Source: an optimization exercise on an open RTL-to-GDS flow (aim: a short achievable clock period and few clock cycles per item). Production flows keep margins and buffers that such runs may drop. Function was checked by simulation only, so behaviour that the tests miss may differ from the original. Power is estimated from default activity; no workload was simulated.

File: flow/run.sh
#!/bin/bash
# synth_recipe.tcl (not shown) runs the flow's synth.tcl, then flattens the netlist and writes it again
# the make line also repeats each setting of config.mk as NAME=value (left out here)
make -C /OpenROAD-flow-scripts/flow DESIGN_CONFIG=/design/flow/config.mk WORK_HOME=/design/flow/orfs CLKGATE_MAP_FILE= SYNTH_SCRIPT=/design/flow/synth_recipe.tcl finish
File: flow/config.mk
export PLATFORM = sky130hd
export DESIGN_NAME = lc4_processor
export DESIGN_NICKNAME = lc4_processor
export VERILOG_FILES = /design/flow/design.v
export SDC_FILE = /design/flow/constraint.sdc
export NUM_CORES = 4
export LEC_CHECK = 0
export CAP_MARGIN = 20
export CORE_MARGIN = 2
export CORE_UTILIZATION = 40
export SETUP_SLACK_MARGIN = 3.0
export SLEW_MARGIN = 20
export TNS_END_PERCENT = 100
File: flow/constraint.sdc
create_clock -name core_clock -period 5.2 [get_ports {gwe}]
set_input_delay 1.0400 -clock core_clock [delete_from_list [all_inputs] [get_ports {gwe}]]
set_output_delay 1.0400 -clock core_clock [all_outputs]
set_load 0.01 [all_outputs]
File: flow/design.v
package lc4_pkg;
   localparam int word_w    = 16;   
   localparam int reg_sel_w = 3;    
   typedef logic [word_w-1:0]    word_t;
   typedef logic [reg_sel_w-1:0] reg_sel_t;
   typedef logic [2:0]           nzp_t;   
   localparam word_t reset_pc = 16'h8200;   
   typedef enum logic [3:0] {
      op_br    = 4'b0000,
      op_arith = 4'b0001,   
      op_logic = 4'b0101,   
      op_ldr   = 4'b0110,
      op_str   = 4'b0111,
      op_const = 4'b1001
   } opcode_e;
   typedef enum logic [2:0] {
      alu_add       = 3'd0,
      alu_sub       = 3'd1,
      alu_and       = 3'd2,
      alu_addi      = 3'd3,   
      alu_const     = 3'd4,   
      alu_addr      = 3'd5,   
      alu_br_target = 3'd6    
   } alu_op_e;
   typedef struct packed {
      alu_op_e  alu_op;
      reg_sel_t rs;
      reg_sel_t rt;
      reg_sel_t rd;
      logic     rs_re;
      logic     rt_re;
      logic     regfile_we;
      logic     is_load;
      logic     is_store;
      logic     is_branch;
      logic     valid;   
   } ctrl_t;
endpackage
module lc4_processor #(
   parameter lc4_pkg::word_t p_reset_pc = lc4_pkg::reset_pc
) (
   input  logic              gwe,
   input  logic              i_rst_n,
   output lc4_pkg::word_t    o_cur_pc,          
   input  lc4_pkg::word_t    i_cur_insn,
   output lc4_pkg::word_t    o_dmem_addr,
   output logic              o_dmem_we,
   output lc4_pkg::word_t    o_dmem_towrite,
   input  lc4_pkg::word_t    i_cur_dmem_data,
   output logic              o_wb_valid,        
   output lc4_pkg::word_t    o_wb_pc,
   output lc4_pkg::word_t    o_wb_insn,
   output logic              o_wb_rf_we,
   output lc4_pkg::reg_sel_t o_wb_rf_wsel,
   output lc4_pkg::word_t    o_wb_rf_data
);
   typedef lc4_pkg::word_t word_t;
   word_t       rf [8];
   logic [2:0]  nzp_q;
   logic        x_valid, x_br, x_wr, x_wr_alu, x_load, x_store, x_and, x_sub;
   logic        x_sel_a, x_sel_bp, x_sel_bn, x_sel_d, x_d_ld;
   logic [2:0]  x_rd;
   logic [2:0]  x_cond;
   word_t       x_pc, x_npc, x_tgt, x_insn;
   word_t       x_a, x_b, x_d;
   logic        m_valid, m_wr, m_load, m_store;
   logic [2:0]  m_rd;
   word_t       m_pc, m_insn, m_res, m_res_n, m_sdata;
   logic        w_valid, w_wr;
   logic [2:0]  w_rd;
   word_t       w_pc, w_insn, w_data;
   logic  x_taken;
   word_t fpc;
   assign x_taken  = x_br && |(x_cond & nzp_q);
   assign fpc      = x_taken ? x_tgt : x_npc;
   assign o_cur_pc = fpc;
   word_t      fi;
   logic [3:0] f_op;
   logic [2:0] f_rs, f_rt, f_rd;
   logic       f_br, f_arith, f_and, f_ldr, f_str, f_const, f_sub, f_rrr;
   logic       f_valid, f_wr, f_use_rs, f_use_rt, f_stall;
   word_t      m_val;
   word_t      rfv [8];
   word_t      f_a, f_b, f_d;
   assign fi      = i_cur_insn;
   assign f_op    = fi[15:12];
   assign f_rd    = fi[11:9];
   assign f_rs    = fi[8:6];
   assign f_rt    = fi[2:0];
   assign f_br    = (f_op == 4'b0000) && (fi[11:9] != 3'b000);
   assign f_rrr   = (f_op == 4'b0001) && !fi[5] && !fi[3];        
   assign f_arith = (f_op == 4'b0001) && (fi[5] || !fi[3]);
   assign f_sub   = (f_op == 4'b0001) && !fi[5] && !fi[3] && fi[4];
   assign f_and   = (f_op == 4'b0101) && (fi[5:3] == 3'b000);
   assign f_ldr   = (f_op == 4'b0110);
   assign f_str   = (f_op == 4'b0111);
   assign f_const = (f_op == 4'b1001);
   assign f_valid = f_br || f_arith || f_and || f_ldr || f_str || f_const;
   assign f_wr    = f_arith || f_and || f_ldr || f_const;
   assign f_use_rs = f_arith || f_and || f_ldr || f_str;
   assign f_use_rt = f_rrr || f_and;
   assign f_stall = x_load && ((f_use_rs && f_rs == x_rd) ||
                               (f_use_rt && f_rt == x_rd) || f_br);
   assign m_val = m_load ? i_cur_dmem_data : m_res;
   always_comb begin
      for (int i = 0; i < 8; i++) begin
         rfv[i] = (m_wr && m_rd == 3'(i)) ? m_val : rf[i];
      end
   end
   assign f_a = f_const ? '0 : rfv[f_rs];
   always_comb begin
      if (f_const)      f_b = {{7{fi[8]}}, fi[8:0]};
      else if (f_ldr || f_str) f_b = {{10{fi[5]}}, fi[5:0]};
      else if (fi[5])   f_b = {{11{fi[4]}}, fi[4:0]};
      else if (f_sub)   f_b = ~rfv[f_rt];
      else              f_b = rfv[f_rt];
   end
   assign f_d = rfv[f_rd];
   always_ff @(posedge gwe) begin
      if (!i_rst_n) begin
         x_valid  <= 1'b0;
         x_br     <= 1'b0;
         x_wr     <= 1'b0;
         x_wr_alu <= 1'b0;
         x_load   <= 1'b0;
         x_store  <= 1'b0;
         x_npc    <= p_reset_pc;
      end else if (f_stall) begin
         x_valid  <= 1'b0;
         x_br     <= 1'b0;
         x_wr     <= 1'b0;
         x_wr_alu <= 1'b0;
         x_load   <= 1'b0;
         x_store  <= 1'b0;
         x_npc    <= fpc;           
      end else begin
         x_valid  <= f_valid;
         x_br     <= f_br;
         x_wr     <= f_wr;
         x_wr_alu <= f_wr && !f_ldr;
         x_load   <= f_ldr;
         x_store  <= f_str;
         x_npc    <= fpc + 16'd1;
      end
   end
   always_ff @(posedge gwe) begin
      x_pc     <= fpc;
      x_insn   <= fi;
      x_tgt    <= fpc + {{7{fi[8]}}, fi[8:0]} + 16'd1;
      x_cond   <= fi[11:9];
      x_rd     <= f_rd;
      x_and    <= f_and;
      x_sub    <= f_sub;
      x_a      <= f_a;
      x_b      <= f_b;
      x_d      <= f_d;
      x_sel_a  <= x_wr_alu && !f_const && (f_rs == x_rd);
      x_sel_bp <= x_wr_alu && f_use_rt && !f_sub && (f_rt == x_rd);
      x_sel_bn <= x_wr_alu && f_use_rt && f_sub && (f_rt == x_rd);
      x_sel_d  <= x_wr_alu && (f_rd == x_rd);
      x_d_ld   <= x_load && (f_rd == x_rd);    
   end
   word_t       a, b, sum, res;
   logic [16:0] sum17;
   logic        z_add, z_and, n_res;
   logic [2:0]  x_nzp;
   always_comb begin
      a = x_sel_a ? m_res : x_a;
      b = x_sel_bp ? m_res : (x_sel_bn ? m_res_n : x_b);
   end
   assign sum17 = {a, 1'b1} + {b, x_sub};
   assign sum   = sum17[16:1];
   assign res   = x_and ? (a & b) : sum;
   assign z_add = &((a ^ b) ~^ {a[14:0] | b[14:0], x_sub});
   assign z_and = ~|(a & b);
   assign n_res = res[15];
   assign x_nzp = (x_and ? z_and : z_add) ? 3'b010 : (n_res ? 3'b100 : 3'b001);
   always_ff @(posedge gwe) begin
      if (!i_rst_n) begin
         m_valid <= 1'b0;
         m_wr    <= 1'b0;
         m_load  <= 1'b0;
         m_store <= 1'b0;
      end else begin
         m_valid <= x_valid;
         m_wr    <= x_wr;
         m_load  <= x_load;
         m_store <= x_store;
      end
   end
   always_ff @(posedge gwe) begin
      m_rd    <= x_rd;
      m_pc    <= x_pc;
      m_insn  <= x_insn;
      m_res   <= res;
      m_res_n <= ~res;
      m_sdata <= x_d_ld ? i_cur_dmem_data : (x_sel_d ? m_res : x_d);
   end
   assign o_dmem_addr    = m_res;
   assign o_dmem_we      = m_store;
   assign o_dmem_towrite = m_sdata;
   always_ff @(posedge gwe) begin
      if (!i_rst_n) begin
         for (int i = 0; i < 8; i++) rf[i] <= '0;
      end else begin
         for (int i = 0; i < 8; i++) rf[i] <= rfv[i];
      end
   end
   function automatic logic [2:0] nzp_of(input word_t value);
      if (value == '0) nzp_of = 3'b010;
      else if (value[15]) nzp_of = 3'b100;
      else nzp_of = 3'b001;
   endfunction
   always_ff @(posedge gwe) begin
      if (!i_rst_n) begin
         nzp_q <= 3'b010;
      end else if (x_wr_alu) begin
         nzp_q <= x_nzp;
      end else if (m_load) begin
         nzp_q <= nzp_of(i_cur_dmem_data);
      end
   end
   always_ff @(posedge gwe) begin
      if (!i_rst_n) begin
         w_valid <= 1'b0;
      end else begin
         w_valid <= m_valid;
      end
   end
   always_ff @(posedge gwe) begin
      w_wr   <= m_wr;
      w_rd   <= m_rd;
      w_pc   <= m_pc;
      w_insn <= m_insn;
      w_data <= m_val;
   end
   assign o_wb_valid   = w_valid;
   assign o_wb_pc      = w_pc;
   assign o_wb_insn    = w_insn;
   assign o_wb_rf_we   = w_wr;
   assign o_wb_rf_wsel = w_rd;
   assign o_wb_rf_data = w_data;
endmodule
==> notes.md <==
drt wl/cell=23.8 um; # DRC=0; antenna-violating nets left=0; Worst setup EP type=output pin; Post-synth top flop=dfxtp_1; reg-to-reg setup timing slack=1.98 ns; antenna violations before repair=5; vias in the first global route=15382; largest cells by area after synthesis=dfxtp_1, mux2i_1, nor2b_1, mux4_2, mux2_2; GRT Total Usage=27.5%; Initial Util=40.3%; Top reg by flops=rf; post-route cell area=27800 um2; total number of vias=16573; Final Skew=0.0175 ns; # IOs=136; main combinational cell family by area after synthesis=multiplexers; CTS tree=built; area leader, netlist=dfxtp_1; Netlist Area Pre-Place=18200 um2; Ys Warns=3; layout cells sized above 1=45.7%; Worst-path clk slew=0.07 ns; actual slew at the worst max-slew pin=1.10 ns; most frequent cell after synthesis=dfxtp_1; CP arrival=2.26 ns; drt first pass iters=6; mux share of post-synthesis cell area=17.2%; Post-synth top cells=dfxtp_1, mux2i_1, nand2_1; # port buffers=135; Register Area=7910 um2; unrepaired setup endpoints after global routing=yes; Row Count=78; max FFs per register=128; Multi-input gate area=12500 um2; post-synthesis compound-gate area fraction=13.3%; number of synthesized flops with an enable pin=0; VDD IR max=236 uV; crit path launch=x_insn[9]; Num CTS Buffers=44; delay-heaviest family, CP=buffers and inverters; Max Freq=303 MHz; Critical Path Slowest Stage Cell=dfxtp_4; initial DRC count=1551; placed inst area=20500 um2; Max Cap Violations=0; core area=45100 um2; die area=47100 um2; synth-to-layout area growth=53.0%; syn avg cell area=9.78 um2; Worst Setup Path Type=flip-flop to output pin; worst hold path type=flip-flop to flip-flop; Max-slew headroom=26.6%; critical path peak fanout=7; Adder-Cell Fraction of Synth Area=3.64%; # fillers=3487; Clock Tree Buf Depth=3; Synth cell types=91; Final nets=2366; final hold vios=0; Stages on worst setup path=7; status=complete, no violations; CTS Sinks=390; H-Tree Level Count=2; Worst R2R End=x_tgt[15]; syn nets=1943; clk root buf=clkbuf_16; CP cell instances=a222oi_1 -> buf_4 -> nand2b_4 -> buf_12 -> mux2i_4 -> inv_2 -> buf_6; global placement routability congestion=0.929; Post-CTS Hold Fix Bufs=0; pin count of the biggest net entering global routing=88; gr ovfl total=0; Worst-Skew Late Latency=0.58 ns; Via-to-Cell Ratio=5.69; crit path capture=o_cur_pc[14]; top cell type's share of synthesized area=43.0%; Hold WS=0.317 ns; Fin Setup TNS=0 ns; Worst path max stage delay=0.36 ns; Reg-to-Reg Start=x_insn[9]; pwr/cell area=292 nW/um2; Synth Register Bits=390; die width=217 um; Required @ worst endpoint=4.16 ns; Leak=10.7 nW; post-route clock period utilization=63.5%; Worst setup SP type=flip-flop; chip height=217 um; Tmin final=3.30 ns; Slew Viols, Final=0; drt total wl=69200 um; hold path depth=0; Critical path buffers and inverters=4; Simple-Gate Fraction of Synth Area=15.3%; Setup Viol. Count Final=0; async set-reset flop share out of synthesis=0%; R2R depth=13; sequential area share after synthesis=43.0%; hpwl dp=39900 um; global-route wire length before repair=97500 um; XOR/XNOR Fraction of Synth Area=2.99%; synthesized instance count=1858
==> placed cells by master (no fill, tap or decap), types with 39 or more instances in the layout <==
master       n
buf_12      41
inv_1       43
mux2_2      39
clkbuf_16   46
dfxtp_1    357
buf_6      129
mux2i_1     72
a21oi_2     43
nand2_1    129
mux2i_4     67
nor2_1      71
buf_4      190
o21ai_0     48
nor2b_1    121
==> cells by family after synthesis <==
family	after synthesis
AND/OR/NAND/NOR	530
multiplexers	260
flip-flops	390
buffers and inverters	191
AO/OA/AOI/OAI	374
adder cells (fa/ha/maj)	51
XOR/XNOR	62
==> metrics by stage <==
step | instances | total power, mW | worst slack (ns) | util [%]
after floorplan | 1858 | 3.98 | 2.17 | -
after global placement | 2509 | 4.43 | 1.31 | 45.5
after detailed placement | 2509 | 4.44 | 1.21 | 45.5
after CTS | 2814 | 7.95 | 1.90 | 57.3
after global routing | 2912 | 8.37 | 1.81 | 61.6
final | 2913 | 8.11 | 1.90 | 61.6
==> worst reg2reg max path, delay by kind of cell, from the launching register on <==
kind	cells	cell delay [ns]
DFF	1	0.36
and+or+nand+nor	2	0.55
xor gates and xnor gates	1	0.07
muxes	1	0.33
buffers and inverters	3	0.44
AOI/OAI and AO/OA	5	1.21
adders and majority gates	1	0.16
==> metal layers <==
layer / up-vias / GRT usage (%) / wire length (um)
met3: 221 / 8.32 / 6690
met1: 8049 / 35.9 / 28200
met4: 4 / 11.6 / 3160
li1: 7447 / - / -
met5: - / 0 / 32
met2: 852 / 42.1 / 31100
==> layout make-up <==
type | instances | area share [%]
multi-input combinational | 1290 | 44.9
sequential | 390 | 28.5
timing repair buffer | 482 | 17.4
clock buffer | 57 | 4.43
tap | 600 | 2.70
inverter | 72 | 1.20
clock inverter | 19 | 0.797
timing repair inverter | 1 | 0.0315
antenna | 2 | 0.0180
==> worst min-delay path by stage <==
stage	start	to	slack, ns
after global routing	m_pc[5]	w_pc[5]	0.33
after detailed placement	x_pc[9]	m_pc[9]	0.31
final	m_insn[0]	w_insn[0]	0.32
after floorplan	x_insn[0]	m_insn[0]	0.31
after CTS	m_pc[8]	w_pc[8]	0.32
after global placement	x_insn[15]	m_insn[15]	0.31
==> where the power goes <==
group / switching (mW) / internal [mW] / total [mW]
clock network: 1.28 / 1.87 / 3.15
registers: 0.105 / 3.18 / 3.29
logic: 0.912 / 0.761 / 1.67
==> what timing repair did <==
action / in CTS / in global routing
cloned: 17 / 1
setup endpoints to repair: 294 / 157
resized for setup: 849 / 299
buffers inserted: 212 / 96
pin swaps: 115 / 147
Testbench counts, summed over its fixed seeds: cycles 15,140, insns 14,421.

## what the ideal ports hide
No port has a modelled driver above. Below, the same layout with a new extraction and two added sets of constraints.
Step 1 sets driving cells, clkbuf_16 on the clock port and buf_2 on the other inputs (assumed; they add their load-dependent delay and slew).
Step 2, shift: input delay + t, output delay - t, t = (earliest + latest rising clock arrival at the registers) / 2. This alone moves slack from input paths to output paths.
a / b / c = ideal ports / drivers / drivers and shift; a / b = the first two.
t (ns): 0.632
setup slack, ns: 1.896 / 1.835 / 1.796
hold WS [ns]: 0.317 / 0.317 / 0.317
slew at the worst register clock pin (ns): 0.07 / 0.07
cell pins on the clock port's net: 1
After both steps this run still meets setup and hold. For this run, drivers alone change the setup slack by -0.061 ns; drivers and shift together by -0.100 ns.
